Background: an optimization exercise with open tools, aiming at small area, a short achievable clock period and few clock cycles per item. Do not read the settings as production practice.
Function was checked by simulation only, so behaviour that the tests miss may differ from the original.
Power and IR drop assume default switching activity.

==> run a: inputs <==
==> flow/design.v <==
`timescale 1ns/10ps
package warp_types_pkg;
    localparam int DATA_WIDTH = 32;
    localparam int REG_ADDR_WIDTH = 5;
    localparam int PC_WIDTH = 8;
    localparam int CREDIT_WIDTH = 2;
    localparam int SHAMT_WIDTH = 5;
    localparam int NUM_REGS = 32;
    localparam int ZERO_REG = 0;
    localparam int EXEC_MASK_REG = 31;
    localparam int INSTR_CREDITS = 2;
    localparam int RESULT_CREDITS = 2;
    typedef logic [DATA_WIDTH-1:0] data_t;
    typedef logic [REG_ADDR_WIDTH-1:0] reg_addr_t;
    typedef logic [PC_WIDTH-1:0] pc_t;
    typedef logic [CREDIT_WIDTH-1:0] credit_t;
endpackage
`timescale 1ns/10ps
package isa_pkg;
    localparam int INSTR_WIDTH = 32;
    localparam int OPCODE_MSB = 31;
    localparam int OPCODE_LSB = 28;
    localparam int RD_MSB = 27;
    localparam int RD_LSB = 23;
    localparam int RS1_MSB = 22;
    localparam int RS1_LSB = 18;
    localparam int RS2_MSB = 17;
    localparam int RS2_LSB = 13;
    localparam int IMM_MSB = 12;
    localparam int IMM_LSB = 0;
    localparam int IMM_WIDTH = IMM_MSB - IMM_LSB + 1;
    typedef logic [INSTR_WIDTH-1:0] instr_t;
    typedef enum logic [3:0] {
        OP_NOP  = 4'd0,
        OP_ADD  = 4'd1,
        OP_SUB  = 4'd2,
        OP_AND  = 4'd3,
        OP_OR   = 4'd4,
        OP_XOR  = 4'd5,
        OP_SLL  = 4'd6,
        OP_SRL  = 4'd7,
        OP_ADDI = 4'd8,
        OP_LI   = 4'd9,
        OP_LINK = 4'd10
    } opcode_t;
    typedef enum logic [2:0] {
        ALU_ADD = 3'd0,
        ALU_SUB = 3'd1,
        ALU_AND = 3'd2,
        ALU_OR  = 3'd3,
        ALU_XOR = 3'd4,
        ALU_SLL = 3'd5,
        ALU_SRL = 3'd6
    } alu_op_t;
    typedef enum logic [1:0] {
        ALU_OUT   = 2'd0,
        IMMEDIATE = 2'd1,
        PC_PLUS_1 = 2'd2
    } reg_input_mux_t;
    typedef enum logic [1:0] {
        WARP_IDLE    = 2'd0,
        WARP_REQUEST = 2'd1,
        WARP_UPDATE  = 2'd2
    } warp_state_t;
endpackage
`timescale 1ns/10ps
`timescale 1ns/10ps
module scalar_alu
(
    input  logic [4:0]  op,
    input  logic        cin,
    input  logic [31:0] p,
    input  logic [31:0] g,
    output logic [31:0] y
);
    logic [31:0] gg [6];
    logic [31:0] pp [6];
    logic [31:0] c, sum, shl, shr, lg;
    logic        is_arith;
    always_comb begin
        gg[0] = g;
        pp[0] = p;
        gg[0][0] = g[0] | (p[0] & cin);
        for (int l = 0; l < 5; l++) begin
            for (int i = 0; i < 32; i++) begin
                if (i >= (1 << l)) begin
                    gg[l+1][i] = gg[l][i] | (pp[l][i] & gg[l][i - (1 << l)]);
                    pp[l+1][i] = pp[l][i] & pp[l][i - (1 << l)];
                end else begin
                    gg[l+1][i] = gg[l][i];
                    pp[l+1][i] = pp[l][i];
                end
            end
        end
        c = {gg[5][30:0], cin};
    end
    assign sum = p ^ c;
    assign shl = p << g[4:0];
    always_comb for (int k = 0; k < 32; k++) shr[k] = shl[31-k];
    assign is_arith = ~(op[4] | op[3] | op[2] | op[1] | op[0]);
    assign lg = ({32{op[2]}} & g) | ({32{op[1]}} & (p | g)) | ({32{op[0]}} & p);
    assign y = ({32{is_arith}} & sum)
             | ({32{op[4]}} & shl)
             | ({32{op[3]}} & shr)
             | lg;
endmodule
`timescale 1ns/10ps
module scalar_reg_file
(
    input  logic        clk,
    input  logic        reset,
    input  logic        wr_en,
    input  logic [4:0]  wr_addr,
    input  logic [31:0] wr_data,
    input  logic [3:0]  s1hi,       
    input  logic [7:0]  s1lo,       
    input  logic [3:0]  s2hi,
    input  logic [7:0]  s2lo,
    output logic [31:0] rd1,
    output logic [31:0] rd2,
    output logic [31:0] mask
);
    logic [31:0] regs [32];
    logic [31:0] vld;
    logic [31:0] r31;
    logic [31:0] we;
    always_comb begin
        we = '0;
        we[wr_addr] = wr_en;
    end
    assign regs[0]  = 32'd0;
    assign regs[31] = r31;
    assign mask = r31;
    genvar i;
    generate
        for (i = 1; i < 31; i++) begin : g_reg
            logic [31:0] r;
            logic        v;
            always_ff @(posedge clk) begin
                if (we[i]) r <= wr_data;
            end
            always_ff @(posedge clk) begin
                if (reset) v <= 1'b0;
                else if (we[i]) v <= 1'b1;
            end
            assign regs[i] = r;
            assign vld[i] = v;
        end
    endgenerate
    always_ff @(posedge clk) begin
        if (reset) r31 <= '1;
        else if (we[31]) r31 <= wr_data;
    end
    assign vld[0]  = 1'b0;
    assign vld[31] = 1'b1;
    logic [31:0] sel1, sel2;
    always_comb begin
        for (int k = 0; k < 32; k++) begin
            sel1[k] = s1hi[k >> 3] & s1lo[k & 7] & vld[k];
            sel2[k] = s2hi[k >> 3] & s2lo[k & 7] & vld[k];
        end
        rd1 = '0;
        rd2 = '0;
        for (int k = 1; k < 32; k++) begin
            rd1 = rd1 | (regs[k] & {32{sel1[k]}});
            rd2 = rd2 | (regs[k] & {32{sel2[k]}});
        end
    end
endmodule
`timescale 1ns/10ps
`timescale 1ns/10ps
module scalar_warp_core
(
    input  logic      clk,
    input  logic      reset,
    input  logic      instr_valid,
    input  isa_pkg::instr_t    instr,
    input  logic      result_credit,
    output logic      instr_credit,
    output logic      result_valid,
    output warp_types_pkg::reg_addr_t result_rd,
    output warp_types_pkg::data_t     result_data,
    output warp_types_pkg::data_t     warp_execution_mask
);
    logic [31:0] q0, q1;           
    logic        v0, v1;
    logic [3:0]  s1hi, s2hi;       
    logic [7:0]  s1lo, s2lo;
    logic        e_v;
    logic [4:0]  e_rd;
    logic        e_we;
    logic [31:0] e_p, e_g;         
    logic        e_c;
    logic [4:0]  e_op;             
    logic        o_v;
    logic [4:0]  o_rd;
    logic        o_we;
    logic [31:0] o_d;
    logic [31:0] r_d;              
    logic [1:0]  credits;
    logic [7:0]  pc;
    logic        stall_r;          
    logic        send_r;           
    logic        efree_r;          
    logic        dgo_r;            
    logic        q0load_r;         
    logic        wen_r;            
    assign instr_credit = dgo_r;
    assign result_valid = send_r;
    assign result_rd    = o_rd;
    assign result_data  = r_d;
    function automatic logic f_use_a(input logic [3:0] op);
        f_use_a = (op >= 4'd1) && (op <= 4'd8);
    endfunction
    function automatic logic f_use_b(input logic [3:0] op);
        f_use_b = (op >= 4'd1) && (op <= 4'd7);
    endfunction
    function automatic logic f_we(input logic [31:0] w);
        f_we = (w[31:28] >= 4'd1) && (w[31:28] <= 4'd10) && (w[27:23] != 5'd0);
    endfunction
    logic [3:0]  opc;
    logic [4:0]  rd, rs1, rs2;
    logic [31:0] imm;
    logic        is_r, is_addi, is_li, is_link, is_valid, is_sub, is_srl, is_sh;
    logic        use_a, use_b;
    assign opc = q0[31:28];
    assign rd  = q0[27:23];
    assign rs1 = q0[22:18];
    assign rs2 = q0[17:13];
    assign imm = {{19{q0[12]}}, q0[12:0]};
    assign is_r     = (opc >= 4'd1) && (opc <= 4'd7);
    assign is_addi  = (opc == 4'd8);
    assign is_li    = (opc == 4'd9);
    assign is_link  = (opc == 4'd10);
    assign is_valid = is_r | is_addi | is_li | is_link;
    assign is_sub   = (opc == 4'd2);
    assign is_srl   = (opc == 4'd7);
    assign is_sh    = (opc == 4'd6) | (opc == 4'd7);
    assign use_a    = f_use_a(opc);
    assign use_b    = f_use_b(opc);
    logic [4:0] d_op;
    always_comb begin
        d_op = 5'b00000;
        case (opc)
            4'd3: d_op = 5'b00100;
            4'd4: d_op = 5'b00010;
            4'd5: d_op = 5'b00001;
            4'd6: d_op = 5'b10000;
            4'd7: d_op = 5'b01000;
            default: d_op = 5'b00000;
        endcase
    end
    logic [31:0] q0_n, head_n;
    logic v0_n, v1_n, e_v_n, o_v_n, e_we_n, o_we_n;
    logic [4:0] e_rd_n;
    logic [1:0] credits_n;
    logic hc_n, stall_n, efree_n, haz_n, dgo_n;
    assign q0_n   = v1 ? q1 : instr;
    assign head_n = q0load_r ? q0_n : q0;
    assign v0_n   = q0load_r ? (v1 | instr_valid) : 1'b1;
    assign v1_n   = q0load_r ? (v1 & instr_valid) : (v1 | instr_valid);
    assign e_v_n  = efree_r ? dgo_r : 1'b1;
    assign e_we_n = dgo_r ? f_we(q0) : e_we;
    assign e_rd_n = dgo_r ? rd : e_rd;
    assign o_v_n  = stall_r ? o_v : e_v;
    assign o_we_n = stall_r ? o_we : e_we;
    assign credits_n = credits + {1'b0, result_credit} - {1'b0, send_r};
    assign hc_n    = credits_n != 2'd0;
    assign stall_n = o_v_n & ~hc_n;
    assign efree_n = ~e_v_n | ~stall_n;
    assign haz_n   = e_v_n & e_we_n
                   & ((f_use_a(head_n[31:28]) & (head_n[22:18] == e_rd_n))
                    | (f_use_b(head_n[31:28]) & (head_n[17:13] == e_rd_n)));
    assign dgo_n   = v0_n & efree_n & ~haz_n;
    always_ff @(posedge clk) begin
        if (reset) begin
            v0 <= 1'b0;
            v1 <= 1'b0;
            e_v <= 1'b0;
            o_v <= 1'b0;
            credits <= 2'd2;
            pc <= 8'd0;
            stall_r <= 1'b0;
            send_r <= 1'b0;
            efree_r <= 1'b1;
            dgo_r <= 1'b0;
            q0load_r <= 1'b1;
            wen_r <= 1'b0;
        end else begin
            v0 <= v0_n;
            v1 <= v1_n;
            e_v <= e_v_n;
            o_v <= o_v_n;
            credits <= credits_n;
            if (dgo_r) pc <= pc + 8'd1;
            stall_r <= stall_n;
            send_r <= o_v_n & hc_n;
            efree_r <= efree_n;
            dgo_r <= dgo_n;
            q0load_r <= ~v0_n | dgo_n;
            wen_r <= o_v_n & hc_n & o_we_n;
        end
    end
    always_ff @(posedge clk) begin
        if (q0load_r) begin
            q0 <= q0_n;
            s1hi <= 4'b0001 << q0_n[22:21];
            s1lo <= 8'b00000001 << q0_n[20:18];
            s2hi <= 4'b0001 << q0_n[17:16];
            s2lo <= 8'b00000001 << q0_n[15:13];
        end
        if (q0load_r | ~v1) q1 <= instr;
    end
    logic [31:0] ra, rb;
    scalar_reg_file i_rf (
        .clk        (clk),
        .reset      (reset),
        .wr_en      (wen_r),
        .wr_addr    (o_rd),
        .wr_data    (o_d),
        .s1hi       (s1hi),
        .s1lo       (s1lo),
        .s2hi       (s2hi),
        .s2lo       (s2lo),
        .rd1        (ra),
        .rd2        (rb),
        .mask       (warp_execution_mask)
    );
    logic [31:0] ra_b, rb_b;
    assign ra_b = (o_v & o_we & (o_rd == rs1)) ? o_d : ra;
    assign rb_b = (o_v & o_we & (o_rd == rs2)) ? o_d : rb;
    logic [8:0] link_val;
    assign link_val = {1'b0, pc} + 9'd1;
    function automatic logic [31:0] rev32(input logic [31:0] x);
        for (int k = 0; k < 32; k++) rev32[k] = x[31-k];
    endfunction
    logic [31:0] opa, opb;
    assign opa = use_a ? ra_b : 32'd0;
    assign opb = use_b ? (is_sub ? ~rb_b : rb_b)
               : (is_addi | is_li) ? imm
               : is_link ? {23'd0, link_val} : 32'd0;
    logic [31:0] alu_out;
    always_ff @(posedge clk) begin
        if (efree_r) begin
            e_rd <= is_valid ? rd : 5'd0;
            e_we <= f_we(q0);
            e_op <= d_op;
            e_c  <= is_sub;
            e_p  <= is_sh ? (is_srl ? rev32(opa) : opa) : (opa ^ opb);
            e_g  <= is_sh ? {27'd0, rb_b[4:0]} : (opa & opb);
        end
        if (!stall_r) begin
            o_rd <= e_rd;
            o_we <= e_we;
            o_d  <= alu_out;
        end
        if (!stall_r && e_v) r_d <= alu_out;
    end
    scalar_alu i_alu (
        .op   (e_op),
        .cin  (e_c),
        .p    (e_p),
        .g    (e_g),
        .y    (alu_out)
    );
endmodule
==> flow/flow/run.sh <==
#!/bin/bash
# The standard layout (the standard.sh, unchanged synthesis), with the
# timing repair steps aiming for a larger setup slack than the default.
set -euo pipefail
bash standard.sh SETUP_SLACK_MARGIN=10 finish > standard_flow.log 2>&1
==> flow/standard.sh <==
#!/bin/bash
# synth_recipe.tcl (not shown) runs the flow's synth.tcl, then flattens the netlist and writes it again
# the make line also repeats each setting of config.mk as NAME=value (left out here)
make -C /OpenROAD-flow-scripts/flow DESIGN_CONFIG=/design/flow/config.mk WORK_HOME=/design/flow/orfs CLKGATE_MAP_FILE= SYNTH_SCRIPT=/design/flow/synth_recipe.tcl "${@:-finish}"
==> flow/config.mk <==
export PLATFORM = sky130hd
export DESIGN_NAME = scalar_warp_core
export DESIGN_NICKNAME = scalar_warp_core
export VERILOG_FILES = /design/flow/design.v
export SDC_FILE = /design/flow/constraint.sdc
export NUM_CORES = 4
export LEC_CHECK = 0
export CAP_MARGIN = 20
export CORE_MARGIN = 2
export CORE_UTILIZATION = 35
export CTS_CLUSTER_SIZE = 30
export GPL_ROUTABILITY_DRIVEN = 1
export PLACE_DENSITY = 0.45
export SLEW_MARGIN = 20
==> flow/constraint.sdc <==
create_clock -name core_clock -period 14.0 [get_ports {clk}]
set_input_delay 2.8000 -clock core_clock [delete_from_list [all_inputs] [get_ports {clk}]]
set_output_delay 2.8000 -clock core_clock [all_outputs]
set_load 0.01 [all_outputs]
==> run b: changes against run a <==
--- a/flow/design.v
+++ b/flow/design.v
@@ -199,2 +199,3 @@
     logic [31:0] r_d;              
+    logic [4:0]  r_rd;             
     logic [1:0]  credits;
@@ -209,3 +210,3 @@
     assign result_valid = send_r;
-    assign result_rd    = o_rd;
+    assign result_rd    = r_rd;
     assign result_data  = r_d;
@@ -303,10 +304,10 @@
     end
+    logic [31:0] head_src;
+    assign head_src = q0load_r ? q0_n : q0;
     always_ff @(posedge clk) begin
-        if (q0load_r) begin
-            q0 <= q0_n;
-            s1hi <= 4'b0001 << q0_n[22:21];
-            s1lo <= 8'b00000001 << q0_n[20:18];
-            s2hi <= 4'b0001 << q0_n[17:16];
-            s2lo <= 8'b00000001 << q0_n[15:13];
-        end
+        if (q0load_r) q0 <= q0_n;
+        s1hi <= 4'b0001 << head_src[22:21];
+        s1lo <= 8'b00000001 << head_src[20:18];
+        s2hi <= 4'b0001 << head_src[17:16];
+        s2lo <= 8'b00000001 << head_src[15:13];
         if (q0load_r | ~v1) q1 <= instr;
@@ -356,3 +357,4 @@
         end
-        if (!stall_r && e_v) r_d <= alu_out;
+        r_d  <= (stall_r | ~e_v) ? o_d : alu_out;
+        r_rd <= (stall_r | ~e_v) ? o_rd : e_rd;
     end
- CORE_UTILIZATION: 35 -> 40
- CTS_CLUSTER_SIZE: 30 -> default
- GPL_TIMING_DRIVEN: default -> 1
- PLACE_DENSITY: 0.45 -> 0.5
==> notes.md <==
Between run b and run a, the lower non-clock buffer count is in run b (gap 16). In run b the utilization is higher than in run a, by 5.8 points. In register-to-register slack, run a and run b hardly differ. In run b the via count is larger than in run a, by 1.1%. Of run b and run a, run a has the higher final cell count (gap about 3%, measured against run a). Against run a, the first-iteration DRC count of run b is larger by 2.4%. Between run b and run a, the lower flip-flop and latch count is in run a (gap 5). Between run b and run a, the lower global-route usage is in run a (gap 3.7 points). Of run b and run a, run b has the higher worst hold slack (gap 0.012 ns).
==> figures <==
| item | run a | run b |
|---|---|---|
| Final Worst Setup Slack | 9.77 ns | 9.76 ns |
| Layout Nets | 4407 | 4501 |
| Final Skew | 0.0401 ns | 0.0362 ns |
| Global-route met2 utilization | 0.489 | 0.525 |
| Peak per-stage delay on the critical path | 0.89 ns | 1.02 ns |
| Startpoint of the worst setup timing path | s1hi[0]$_SDFFCE_PP0P_ | s1hi[2]$_SDFF_PN0_ |
| Multiplexer share of the synthesized area | 0.0225 | 0.0333 |
| Share of total power consumed by net switching | 0.239 | 0.238 |
| Cell area after synthesis | 0.0571 mm2 | 0.0574 mm2 |
| Clock insertion delay at the later pin of the skew report | 0.82 ns | 0.79 ns |
| Met1 WL | 110000 um | 103000 um |
| Power after layout | 8.79 mW | 8.86 mW |
| Top cell type's share of synthesized area | 0.620 | 0.588 |
| Run status | timing/DRC/antenna clean | timing/DRC/antenna clean |
| Hold_ws | 0.467 ns | 0.478 ns |
| Routed wire per std cell | 43.8 um | 43.8 um |
| Cell-internal power | 6.69 mW | 6.75 mW |
| Xor and xnor fraction of the mapped netlist area | 0.0135 | 0.0134 |
| Count of state elements after synthesis | 1275 | 1280 |
| Capture point of the worst path | e_p[18]$_DFFE_PP_ | e_p[13]$_DFFE_PP_ |
Testbench counts of run a, summed over its fixed seeds: cycles 3,351, items 3,200.
Testbench counts of run b, summed over its fixed seeds: cycles 3,351, items 3,200.

## what the ideal ports hide
Ports are ideal in the flow. The routed layouts listed here were re-timed in OpenROAD.
Step 1 sets driving cells, clkbuf_16 on the clock port and buf_2 on the other inputs (assumed; they add their load-dependent delay and slew).
Step 2 adds t to the input delays and takes it off the output delays; t is the mean of the earliest and latest rising clock arrival at the registers after step 1. Input paths then give back, and output paths get back, about the clock's delay inside the block.
Three values: ideal ports, drivers, drivers and shift; two values: the first two.
| run | t (ns) | setup WS [ns] | cell pins on the clock port's net |
|---|---|---|---|
| run a | 0.888 | 9.766 / 9.691 / 9.301 | 1 |
| run b | 0.849 | 9.757 / 9.757 / 9.350 | 1 |
After both steps setup and hold are still met in every run listed. For run a, which loses most, drivers alone change the setup slack by -0.075 ns; drivers and shift together by -0.465 ns.
